Background: an optimization exercise with open tools, aiming at a short achievable clock period and few clock cycles per item. Do not read the settings as production practice. In this exercise RTL edits were held to simulation tests only and were not proved equivalent to the original. Power and IR drop assume default switching activity.

==> flow/design.v <==
`default_nettype none
package ppmdec_pkg;
  typedef struct packed {
    logic [7:0] data_byte;
    logic       start_of_file;
    logic       end_of_file;
  } ppmdec_in_t;
  typedef struct packed {
    logic [1:0]  result_kind;
    logic [7:0]  red;
    logic [7:0]  green;
    logic [7:0]  blue;
    logic [15:0] pixel_x;
    logic [15:0] pixel_y;
    logic [15:0] image_width;
    logic [15:0] image_height;
    logic [7:0]  max_value;
    logic [2:0]  error_code;
    logic        last_of_run;
  } ppmdec_out_t;
  typedef enum logic [2:0] {
    PH_MAGIC  = 3'd0,
    PH_WIDTH  = 3'd1,
    PH_HEIGHT = 3'd2,
    PH_MAXVAL = 3'd3,
    PH_PIXELS = 3'd4,
    PH_DONE   = 3'd5
  } phase_t;
  typedef enum logic [2:0] {
    ST_IDLE  = 3'd0,
    ST_BYTE  = 3'd1,
    ST_DIV   = 3'd2,
    ST_EOF   = 3'd3,
    ST_EOFD  = 3'd4,
    ST_EMIT  = 3'd5
  } seq_t;
  localparam logic [1:0] KIND_HDR_ASCII = 2'd0;
  localparam logic [1:0] KIND_HDR_BIN   = 2'd1;
  localparam logic [1:0] KIND_PIXEL     = 2'd2;
  localparam logic [1:0] KIND_ERROR     = 2'd3;
  localparam logic [2:0] ERR_MAGIC      = 3'd0;
  localparam logic [2:0] ERR_INTEGER    = 3'd1;
  localparam logic [2:0] ERR_SIZE       = 3'd2;
  localparam logic [2:0] ERR_MAXVAL     = 3'd3;
  localparam logic [2:0] ERR_RANGE      = 3'd4;
  localparam logic [2:0] ERR_INCOMPLETE = 3'd5;
  localparam logic [16:0] TOKEN_SAT = 17'h1FFFF;
  localparam logic [15:0] MAGIC_P3  = 16'h5033;
  localparam logic [15:0] MAGIC_P6  = 16'h5036;
endpackage
`default_nettype wire
`default_nettype none
module ppm_image_stream_decoder_unit
#(
  parameter int MAX_DIM = 65535
) (
  input  wire logic        clk,
  input  wire logic        rst,
  input  wire logic        byte_valid,
  output logic             byte_stall,
  input  wire logic [9:0]  byte_data,
  output logic             result_valid,
  input  wire logic        result_stall,
  output logic [101:0]     result_data
);
  ppmdec_pkg::ppmdec_in_t  byte_in;
  ppmdec_pkg::ppmdec_out_t result_out;
  assign byte_in = byte_data;
  assign result_data = result_out;
  localparam logic [16:0] MAX_DIM_V = 17'(MAX_DIM);
  ppmdec_pkg::seq_t st, st_next;
  ppmdec_pkg::phase_t      phase;
  logic        bin_fmt, in_comment, tok_neg, tok_started, tok_invalid, tok_digits;
  logic [16:0] tok_val;
  logic [15:0] magic_chars;
  logic [1:0]  magic_len;
  logic [15:0] width_reg, height_reg, column, row;
  logic [7:0]  maxv;
  logic [1:0]  comp;
  logic [7:0]  red_hold, green_hold;
  logic        range_fault, cr_seen, stopped;
  logic [7:0]  cur_byte;
  logic        cur_eof;
  logic        samp_bad;
  logic        after_eof;       
  logic [16:0] div_num, div_rem;
  logic [8:0]  div_den;
  logic [3:0]  div_cnt;
  logic [9:0]  div_q;
  ppmdec_pkg::ppmdec_out_t res0, res1;
  logic [1:0]  res_cnt;
  logic        res_idx;
  logic        is_ws;
  assign byte_stall   = (st != ppmdec_pkg::ST_IDLE);
  assign result_valid = (st == ppmdec_pkg::ST_EMIT);
  always_comb begin
    result_out = res_idx ? res1 : res0;
    result_out.last_of_run = ({1'b0, res_idx} == res_cnt - 2'd1);
  end
  assign is_ws = (cur_byte == 8'h20) || (cur_byte >= 8'd9 && cur_byte <= 8'd13);
  always_comb begin
    st_next = st;
    unique case (st)
      ppmdec_pkg::ST_IDLE: if (byte_valid) st_next = ppmdec_pkg::ST_BYTE;
      ppmdec_pkg::ST_BYTE, ppmdec_pkg::ST_EOF, ppmdec_pkg::ST_EOFD, ppmdec_pkg::ST_DIV, ppmdec_pkg::ST_EMIT: st_next = st;
      default: st_next = ppmdec_pkg::ST_IDLE;
    endcase
  end
  logic        a_stop, a_neg, a_good, a_sample, a_bad, tokz, fin;
  logic [16:0] a_v;
  logic [16:0] a_num;
  logic [16:0] nv;
  logic [20:0] dprod;
  logic [17:0] trial;
  logic [7:0]  s;
  ppmdec_pkg::ppmdec_out_t r;
  always_ff @(posedge clk) begin
    if (rst) begin
      st <= ppmdec_pkg::ST_IDLE;
      phase <= ppmdec_pkg::PH_MAGIC; stopped <= 1'b0; res_cnt <= 2'd0; res_idx <= 1'b0;
      after_eof <= 1'b0; bin_fmt <= 1'b0;
      in_comment <= 1'b0; tok_started <= 1'b0; tok_val <= '0; tok_neg <= 1'b0;
      tok_invalid <= 1'b0; tok_digits <= 1'b0; magic_chars <= '0; magic_len <= '0;
      cr_seen <= 1'b0; comp <= '0; range_fault <= 1'b0;
      width_reg <= '0; height_reg <= '0; maxv <= '0; column <= '0; row <= '0;
      red_hold <= '0; green_hold <= '0;
    end else begin
      unique case (st)
        ppmdec_pkg::ST_IDLE: begin
          res_cnt <= 2'd0; res_idx <= 1'b0;
          if (byte_valid) begin
            cur_byte <= byte_in.data_byte;
            cur_eof  <= byte_in.end_of_file;
            if (byte_in.start_of_file) begin
              phase <= ppmdec_pkg::PH_MAGIC; bin_fmt <= 1'b0; in_comment <= 1'b0;
              tok_val <= '0; tok_neg <= 1'b0; tok_started <= 1'b0;
              tok_invalid <= 1'b0; tok_digits <= 1'b0; magic_chars <= '0;
              magic_len <= '0; width_reg <= '0; height_reg <= '0; maxv <= '0;
              column <= '0; row <= '0; comp <= '0; red_hold <= '0;
              green_hold <= '0; range_fault <= 1'b0; cr_seen <= 1'b0;
              stopped <= 1'b0;
            end
            st <= ppmdec_pkg::ST_BYTE;
          end
        end
        ppmdec_pkg::ST_BYTE, ppmdec_pkg::ST_EOF: begin
          a_sample = 1'b0; a_bad = 1'b0; a_v = '0; a_stop = 1'b0;
          r = '0;
          if (stopped || phase == ppmdec_pkg::PH_DONE) begin
            st <= (st == ppmdec_pkg::ST_BYTE) ? ppmdec_pkg::ST_EOF : ppmdec_pkg::ST_EOFD;
          end else if (st == ppmdec_pkg::ST_EOF && !cur_eof) begin
            st <= ppmdec_pkg::ST_EOFD;
          end else begin
            tokz = (phase <= ppmdec_pkg::PH_MAXVAL) || (phase == ppmdec_pkg::PH_PIXELS && !bin_fmt);
            fin = 1'b0;
            if (st == ppmdec_pkg::ST_EOF) begin
              fin = tokz && tok_started;
            end else if (tokz) begin
              if (in_comment) begin
                if (cur_byte == 8'h0A) in_comment <= 1'b0;
              end else if (is_ws) begin
                fin = tok_started;
              end else if (cur_byte == 8'h23) begin
                fin = tok_started;
                in_comment <= 1'b1;
              end else begin
                tok_started <= 1'b1;
                if (phase == ppmdec_pkg::PH_MAGIC) begin
                  if (magic_len < 2'd2) magic_chars <= {magic_chars[7:0], cur_byte};
                  if (magic_len < 2'd3) magic_len <= magic_len + 2'd1;
                end else if (!tok_started && (cur_byte == 8'h2B || cur_byte == 8'h2D)) begin
                  tok_neg <= (cur_byte == 8'h2D);
                end else if (cur_byte >= 8'h30 && cur_byte <= 8'h39) begin
                  dprod = {4'b0, tok_val} * 21'd10 + {13'b0, cur_byte - 8'h30};
                  nv = (dprod > {4'b0, ppmdec_pkg::TOKEN_SAT}) ? ppmdec_pkg::TOKEN_SAT : dprod[16:0];
                  tok_val <= nv;
                  tok_digits <= 1'b1;
                end else begin
                  tok_invalid <= 1'b1;
                end
              end
            end else if (in_comment) begin
              if (cur_byte == 8'h0A) in_comment <= 1'b0;
            end else if (cr_seen) begin
              cr_seen <= 1'b0;
              if (cur_byte != 8'h0A) begin
                a_sample = 1'b1; a_v = {9'b0, cur_byte}; a_bad = cur_byte > maxv;
              end
            end else begin
              a_sample = 1'b1; a_v = {9'b0, cur_byte}; a_bad = cur_byte > maxv;
            end
            if (fin) begin
              a_good = tok_digits && !tok_invalid;
              a_neg  = tok_neg && (tok_val != 17'd0);
              tok_started <= 1'b0; tok_val <= '0; tok_neg <= 1'b0;
              tok_invalid <= 1'b0; tok_digits <= 1'b0;
              unique case (phase)
                ppmdec_pkg::PH_MAGIC: begin
                  if (magic_len == 2'd2 && (magic_chars == ppmdec_pkg::MAGIC_P3 || magic_chars == ppmdec_pkg::MAGIC_P6))
                  begin
                    bin_fmt <= (magic_chars == ppmdec_pkg::MAGIC_P6);
                    phase <= ppmdec_pkg::PH_WIDTH;
                  end else begin
                    a_stop = 1'b1; r.result_kind = ppmdec_pkg::KIND_ERROR; r.error_code = ppmdec_pkg::ERR_MAGIC;
                  end
                  magic_chars <= '0; magic_len <= '0;
                end
                ppmdec_pkg::PH_WIDTH, ppmdec_pkg::PH_HEIGHT: begin
                  if (!a_good) begin
                    a_stop = 1'b1; r.result_kind = ppmdec_pkg::KIND_ERROR; r.error_code = ppmdec_pkg::ERR_INTEGER;
                  end else if (phase == ppmdec_pkg::PH_WIDTH) begin
                    width_reg <= (a_neg || tok_val > MAX_DIM_V) ? 16'd0 : tok_val[15:0];
                    phase <= ppmdec_pkg::PH_HEIGHT;
                  end else begin
                    height_reg <= (a_neg || tok_val > MAX_DIM_V) ? 16'd0 : tok_val[15:0];
                    phase <= ppmdec_pkg::PH_MAXVAL;
                  end
                end
                ppmdec_pkg::PH_MAXVAL: begin
                  a_stop = 1'b1; r.result_kind = ppmdec_pkg::KIND_ERROR;
                  if (!a_good) r.error_code = ppmdec_pkg::ERR_INTEGER;
                  else if (width_reg == 16'd0 || height_reg == 16'd0) r.error_code = ppmdec_pkg::ERR_SIZE;
                  else if (a_neg || tok_val == 17'd0 || tok_val > 17'd255)
                    r.error_code = ppmdec_pkg::ERR_MAXVAL;
                  else begin
                    a_stop = 1'b0;
                    r.result_kind = bin_fmt ? ppmdec_pkg::KIND_HDR_BIN : ppmdec_pkg::KIND_HDR_ASCII;
                    r.image_width = width_reg; r.image_height = height_reg;
                    r.max_value = tok_val[7:0];
                    maxv <= tok_val[7:0];
                    column <= '0; row <= '0; comp <= '0; range_fault <= 1'b0;
                    phase <= ppmdec_pkg::PH_PIXELS;
                    if (st == ppmdec_pkg::ST_BYTE && cur_byte == 8'h0D && bin_fmt) cr_seen <= 1'b1;
                  end
                end
                default: begin
                  if (!a_good) begin
                    a_stop = 1'b1; r.result_kind = ppmdec_pkg::KIND_ERROR; r.error_code = ppmdec_pkg::ERR_INTEGER;
                  end else begin
                    a_sample = 1'b1; a_v = tok_val;
                    a_bad = a_neg || (tok_val > {9'b0, maxv});
                  end
                end
              endcase
            end
            if (a_stop) stopped <= 1'b1;
            if (a_stop || (fin && phase == ppmdec_pkg::PH_MAXVAL)) begin
              if (res_cnt == 2'd0) res0 <= r; else res1 <= r;
              res_cnt <= res_cnt + 2'd1;
            end
            after_eof <= (st == ppmdec_pkg::ST_EOF);
            if (a_sample) begin
              a_num = {a_v[7:0], 9'b0} - {8'b0, a_v[7:0], 1'b0} + {9'b0, maxv};
              samp_bad <= a_bad;
              div_num <= a_num;
              div_den <= {maxv, 1'b0};
              div_rem <= {10'b0, a_num[16:10]}; div_q <= '0; div_cnt <= '0;
              st <= ppmdec_pkg::ST_DIV;
            end else begin
              st <= (st == ppmdec_pkg::ST_BYTE) ? ppmdec_pkg::ST_EOF : ppmdec_pkg::ST_EOFD;
            end
          end
        end
        ppmdec_pkg::ST_DIV: begin
          if (div_cnt != 4'd10) begin
            trial = {div_rem, div_num[9]} - {9'b0, div_den};
            if (!trial[17]) begin
              div_rem <= trial[16:0]; div_q <= {div_q[8:0], 1'b1};
            end else begin
              div_rem <= {div_rem[15:0], div_num[9]}; div_q <= {div_q[8:0], 1'b0};
            end
            div_num <= {div_num[15:0], 1'b0};
            div_cnt <= div_cnt + 4'd1;
          end else begin
            s = samp_bad ? 8'd0 : div_q[7:0];
            r = '0;
            st <= after_eof ? ppmdec_pkg::ST_EOFD : ppmdec_pkg::ST_EOF;
            if (comp == 2'd0) begin
              range_fault <= samp_bad; red_hold <= s; comp <= 2'd1;
            end else if (comp == 2'd1) begin
              range_fault <= range_fault | samp_bad; green_hold <= s; comp <= 2'd2;
            end else begin
              comp <= 2'd0;
              if (range_fault || samp_bad) begin
                stopped <= 1'b1; r.result_kind = ppmdec_pkg::KIND_ERROR; r.error_code = ppmdec_pkg::ERR_RANGE;
              end else begin
                r.result_kind = ppmdec_pkg::KIND_PIXEL; r.red = red_hold; r.green = green_hold;
                r.blue = s; r.pixel_x = column; r.pixel_y = row;
                if (17'(column) + 17'd1 >= 17'(width_reg)) begin
                  column <= '0; row <= row + 16'd1;
                  if (17'(row) + 17'd1 >= 17'(height_reg)) phase <= ppmdec_pkg::PH_DONE;
                end else begin
                  column <= column + 16'd1;
                end
              end
              if (res_cnt == 2'd0) res0 <= r; else res1 <= r;
              res_cnt <= res_cnt + 2'd1;
            end
          end
        end
        ppmdec_pkg::ST_EOFD: begin
          r = '0;
          if (cur_eof && !stopped && phase != ppmdec_pkg::PH_DONE) begin
            stopped <= 1'b1;
            r.result_kind = ppmdec_pkg::KIND_ERROR; r.error_code = ppmdec_pkg::ERR_INCOMPLETE;
            if (res_cnt == 2'd0) res0 <= r; else res1 <= r;
            st <= ppmdec_pkg::ST_EMIT;
            res_cnt <= res_cnt + 2'd1;
          end else begin
            st <= (res_cnt == 2'd0) ? ppmdec_pkg::ST_IDLE : ppmdec_pkg::ST_EMIT;
          end
        end
        ppmdec_pkg::ST_EMIT: begin
          if (!result_stall) begin
            if ({1'b0, res_idx} == res_cnt - 2'd1) st <= ppmdec_pkg::ST_IDLE;
            else res_idx <= 1'b1;
          end
        end
        default: st <= st_next;
      endcase
    end
  end
endmodule
`default_nettype wire
==> flow/run.sh <==
#!/bin/bash
# synth_recipe.tcl (not shown) runs the flow's synth.tcl, then flattens the netlist and writes it again
# the make line also repeats each setting of config.mk as NAME=value (left out here)
make -C /OpenROAD-flow-scripts/flow DESIGN_CONFIG=/design/flow/config.mk WORK_HOME=/design/flow/orfs CLKGATE_MAP_FILE= SYNTH_SCRIPT=/design/flow/synth_recipe.tcl finish
==> flow/config.mk <==
export PLATFORM = sky130hd
export DESIGN_NAME = ppm_image_stream_decoder_unit
export DESIGN_NICKNAME = ppm_image_stream_decoder_unit
export VERILOG_FILES = /design/flow/design.v
export SDC_FILE = /design/flow/constraint.sdc
export NUM_CORES = 4
export LEC_CHECK = 0
export CAP_MARGIN = 20
export CORE_MARGIN = 2
export CORE_UTILIZATION = 40
export SLEW_MARGIN = 20
==> flow/constraint.sdc <==
create_clock -name core_clock -period 8.0 [get_ports {clk}]
set_input_delay 1.6000 -clock core_clock [delete_from_list [all_inputs] [get_ports {clk}]]
set_output_delay 1.6000 -clock core_clock [all_outputs]
set_load 0.01 [all_outputs]
==> summary.md <==
| Metric | Value |
|---|---|
| H-tree levels | `2` |
| Worst-Margin Slew | `1.09 ns` |
| Total die area | `55000 um^2` |
| Top post-synthesis cells by area | `edfxtp_1 37%, dfxtp_1 14%, ha_1 6.5%` |
| Max clock buf depth | `3` |
| Final min period | `5.25 ns` |
| Residual DRC | `0` |
| Top flop regs | `res0 x101, res1 x101` |
| Initial antenna violation count | `0` |
| Post-synthesis instance total | `2017` |
| # Post-CTS Setup Buffers | `0` |
| GRT Util Overall | `20.3%` |
| Post-Route Utilization | `46.8%` |
| CP Capture Type | `register` |
| Worst setup slack after layout | `roughly 2.8 ns` |
| Filler Cell Count | `4850` |
| Root Buffer | `clkbuf_16` |
| YS warnings | `1` |
| Largest net degree at the start of global routing | `90` |
| Final period utilization | `65.6%` |
| Worst-path fanout max | `9` |
| Die H | `235 um` |
| Total Neg Setup Slack | `0 ns` |
| Cell area after synthesis | `21300 um^2` |
| Core area | `52600 um^2` |
| Seq/Total Area, Yosys | `roughly 50%` |
| Required @ worst endpoint | `8.30 ns` |
| Kind of critical path | `register to register` |
| First-pass GRT wire length | `87.3 mm` |
| Vias in the first global route | `15500` |
| Max Clk Rate | `~190 MHz` |
| DP Cell Count | `2745` |
| Placed Area | `between 20000 and 25000 um^2` |
| Synth Net Count | `2144` |
| Asr flop ratio synth | `0%` |
| # port buffers | `117` |
| Post-synth top flop | `edfxtp_1` |
| TritonCTS Buffers | `46` |
| Unrepaired setup endpoints after global routing | `no` |
| Area leader, netlist | `edfxtp_1` |
| Dpl ws | `2.89 ns` |
| Detail Route Antenna Nets | `0` |
| Most common cell in the netlist | `edfxtp_1` |
| Final hold vios | `0` |
| Via density | `5.67` |
| Commonest cells post-synth | `259 x edfxtp_1, 153 x a21oi_1, 144 x dfxtp_1, 140 x nor2_1, 114 x nand2_1` |
| Outcome | `no timing/DRC/antenna violations` |
| Post-synth EDFFs | `259` |
| Worst hold slack | `0.455 ns` |
| First drt pass iteration count | `5` |
| RD Place Congestion | `0.864` |
| TritonCTS clock tree | `built` |
| Initial core utilization | `40.5%` |
| Mean Syn Cell Area | `10.5 um^2` |
| Synth cell types | `81` |
| Arr. time, crit path | `5.54 ns` |
| Flop and latch count out of synthesis | `about 400` |
| Final instance area | `24600 um^2` |
| Setup Skew | `between 0.015 and 0.02 ns` |
| Hold-fix buffers, CTS | `0` |
| Max-cap violations | `0` |
| Relative slew slack | `26.5%` |
| Total grt overflow | `0` |
| Finished Layout Cells | `about 2800` |
| DR vias | `16000` |
| Overall Power | `5.05 mW` |
| Worst hold-check path type | `register to register` |
| Area grow syn2layout | `15.6%` |
| CTS resizes | `0` |
| Hpwl dp | `about 39 mm` |
| Routed WL per cell | `19.8 um` |
| Clock transition at path regs | `0.06 ns` |
| Yosys top cell area share | `around 37%` |
| Die X | `235 um` |
| Leak pwr | `8.69 nW` |
| N_diodes | `0` |
| Worst Reg-to-Reg Cells | `17` |
| Worst Setup Start Kind | `register` |
| Final Max Tran Viols | `0` |
| Total I/O pin count | `118` |
| 1st-iter DRT viols | `1264` |
| Share of layout cells above drive strength 1 | `11.5%` |
| Hold Crit Depth | `2` |
| Final Setup Violations | `0` |
| Clock Latency Late Sink | `0.57 ns` |
| PD cells | `206 nW/um^2` |
| Routed wire length | `55.9 mm` |
| Row cnt | `84` |
| Clock net sink count | `403` |
| Fin nets | `2232` |
| VDD IR-drop max | `0.000153 V` |
==> report_power, final <==
group / leakage [nW] / internal, mW / switching (mW) / total, mW
Clock: 0.697 / 1.12 / 0.852 / 1.97
Combinational: 4.45 / 0.270 / 0.426 / 0.696
Sequential: 3.55 / 2.33 / 0.0566 / 2.39
==> critical path, stage by stage, from the launching register on <==
cell	delay (ns)
edfxtp_1	0.49
inv_1	0.19
ha_1	0.21
nand4bb_1	0.14
a221o_1	0.36
a21bo_2	0.22
a21oi_1	0.57
a22oi_1	0.45
inv_1	0.14
ha_1	0.26
o21a_1	0.21
o211ai_1	0.20
a21boi_0	0.19
o311a_1	0.34
o221ai_1	0.40
nand2_1	0.14
nor4b_1	0.38
a211oi_1	0.09
==> placed cells by master (no fill, tap or decap), types with 13 or more instances in the layout <==
cell type / netlist / routed
nand4b_1: 16 / 16
nand3_1: 75 / 75
ha_1: 110 / 110
clkdlybuf4s50_1: 0 / 116
a21o_1: 15 / 15
clkinv_2: 0 / 14
nor2_1: 140 / 139
dfxtp_1: 144 / 143
nand2_1: 114 / 113
o31ai_1: 14 / 13
nor4_1: 56 / 55
nor2b_1: 18 / 18
a21oi_1: 153 / 151
xnor2_1: 39 / 39
inv_1: 77 / 77
nor3_1: 44 / 41
edfxtp_1: 259 / 259
or3_1: 15 / 15
nor3b_1: 18 / 18
xor2_1: 30 / 30
o211ai_1: 14 / 14
buf_4: 2 / 28
and3_1: 16 / 16
mux2i_1: 27 / 27
and2_1: 78 / 78
mux2_2: 104 / 104
a221oi_1: 19 / 19
o21ai_0: 67 / 67
nand2b_1: 48 / 48
a22oi_1: 25 / 25
o21a_1: 14 / 14
clkbuf_16: 0 / 46
nand4_1: 21 / 21
==> path summary, 6_finish.rpt <==
kind,slack (ns),start,end
hold reg to reg,0.46,res_cnt[1]$_SDFFE_PP0P_,res_cnt[1]$_SDFFE_PP0P_
setup reg to reg,2.75,cur_byte[4]$_DFFE_PP_,div_rem[5]$_DFFE_PP_
hold / removal,0.46,res_cnt[1]$_SDFFE_PP0P_,res_cnt[1]$_SDFFE_PP0P_
setup / recovery,2.75,cur_byte[4]$_DFFE_PP_,div_rem[5]$_DFFE_PP_
==> layout make-up <==
type	instances	area [um^2]	area share [%]
Inverter	77	289	1.18
Tap cell	688	861	3.50
Timing Repair Buffer	144	1370	5.58
Multi-Input combinational cell	1433	10000	40.7
Sequential cell	403	10700	43.4
Clock buffer	59	1220	4.96
Clock inverter	25	174	0.708
==> cell families (layout without fill, tap and decap cells) <==
family          Yosys count  after routing  synth area share, %
mux                     131            131                 6.78
fa+ha+maj               113            113                 6.75
flops                   403            403                 50.1
buf+inv                 181            305                 3.27
compound gates          406            406                 12.1
simple gates            714            714                 18.1
xor+xnor                 69             69                 2.84
==> layer usage <==
layer	vias to the layer above	GRT usage, %	wire [um]
met5	-	0	0
met2	442	32.6	26200
li1	7678	-	-
met3	106	3.29	2910
met4	0	7.29	1830
met1	7818	27.7	25000
Testbench counts, summed over its fixed seeds: cycles 590,046, items 61,285.

-- port drivers added, routing unchanged --
The flow's constraints put no driver on any port. The routed layout listed below was extracted and timed again, unchanged, in two steps.
Step 1, drivers: a clkbuf_16 drives clk and a buf_2 each remaining input, both assumed.
Step 2 moves the port delays by t, midway between the first and last clock arrival at a register: inputs arrive t later, outputs are due t later. That takes back most of the time a late clock gives input paths.
Three values: ideal ports, drivers, drivers and shift; two values: the first two.
t (ns): 0.619
setup WS [ns]: 2.753 / 2.753 / 2.753
worst data-port slew with drivers (ns): 0.09
After both steps setup and hold are still met in this run. For this run, drivers alone change the setup slack by 0.000 ns; drivers and shift together by 0.000 ns.
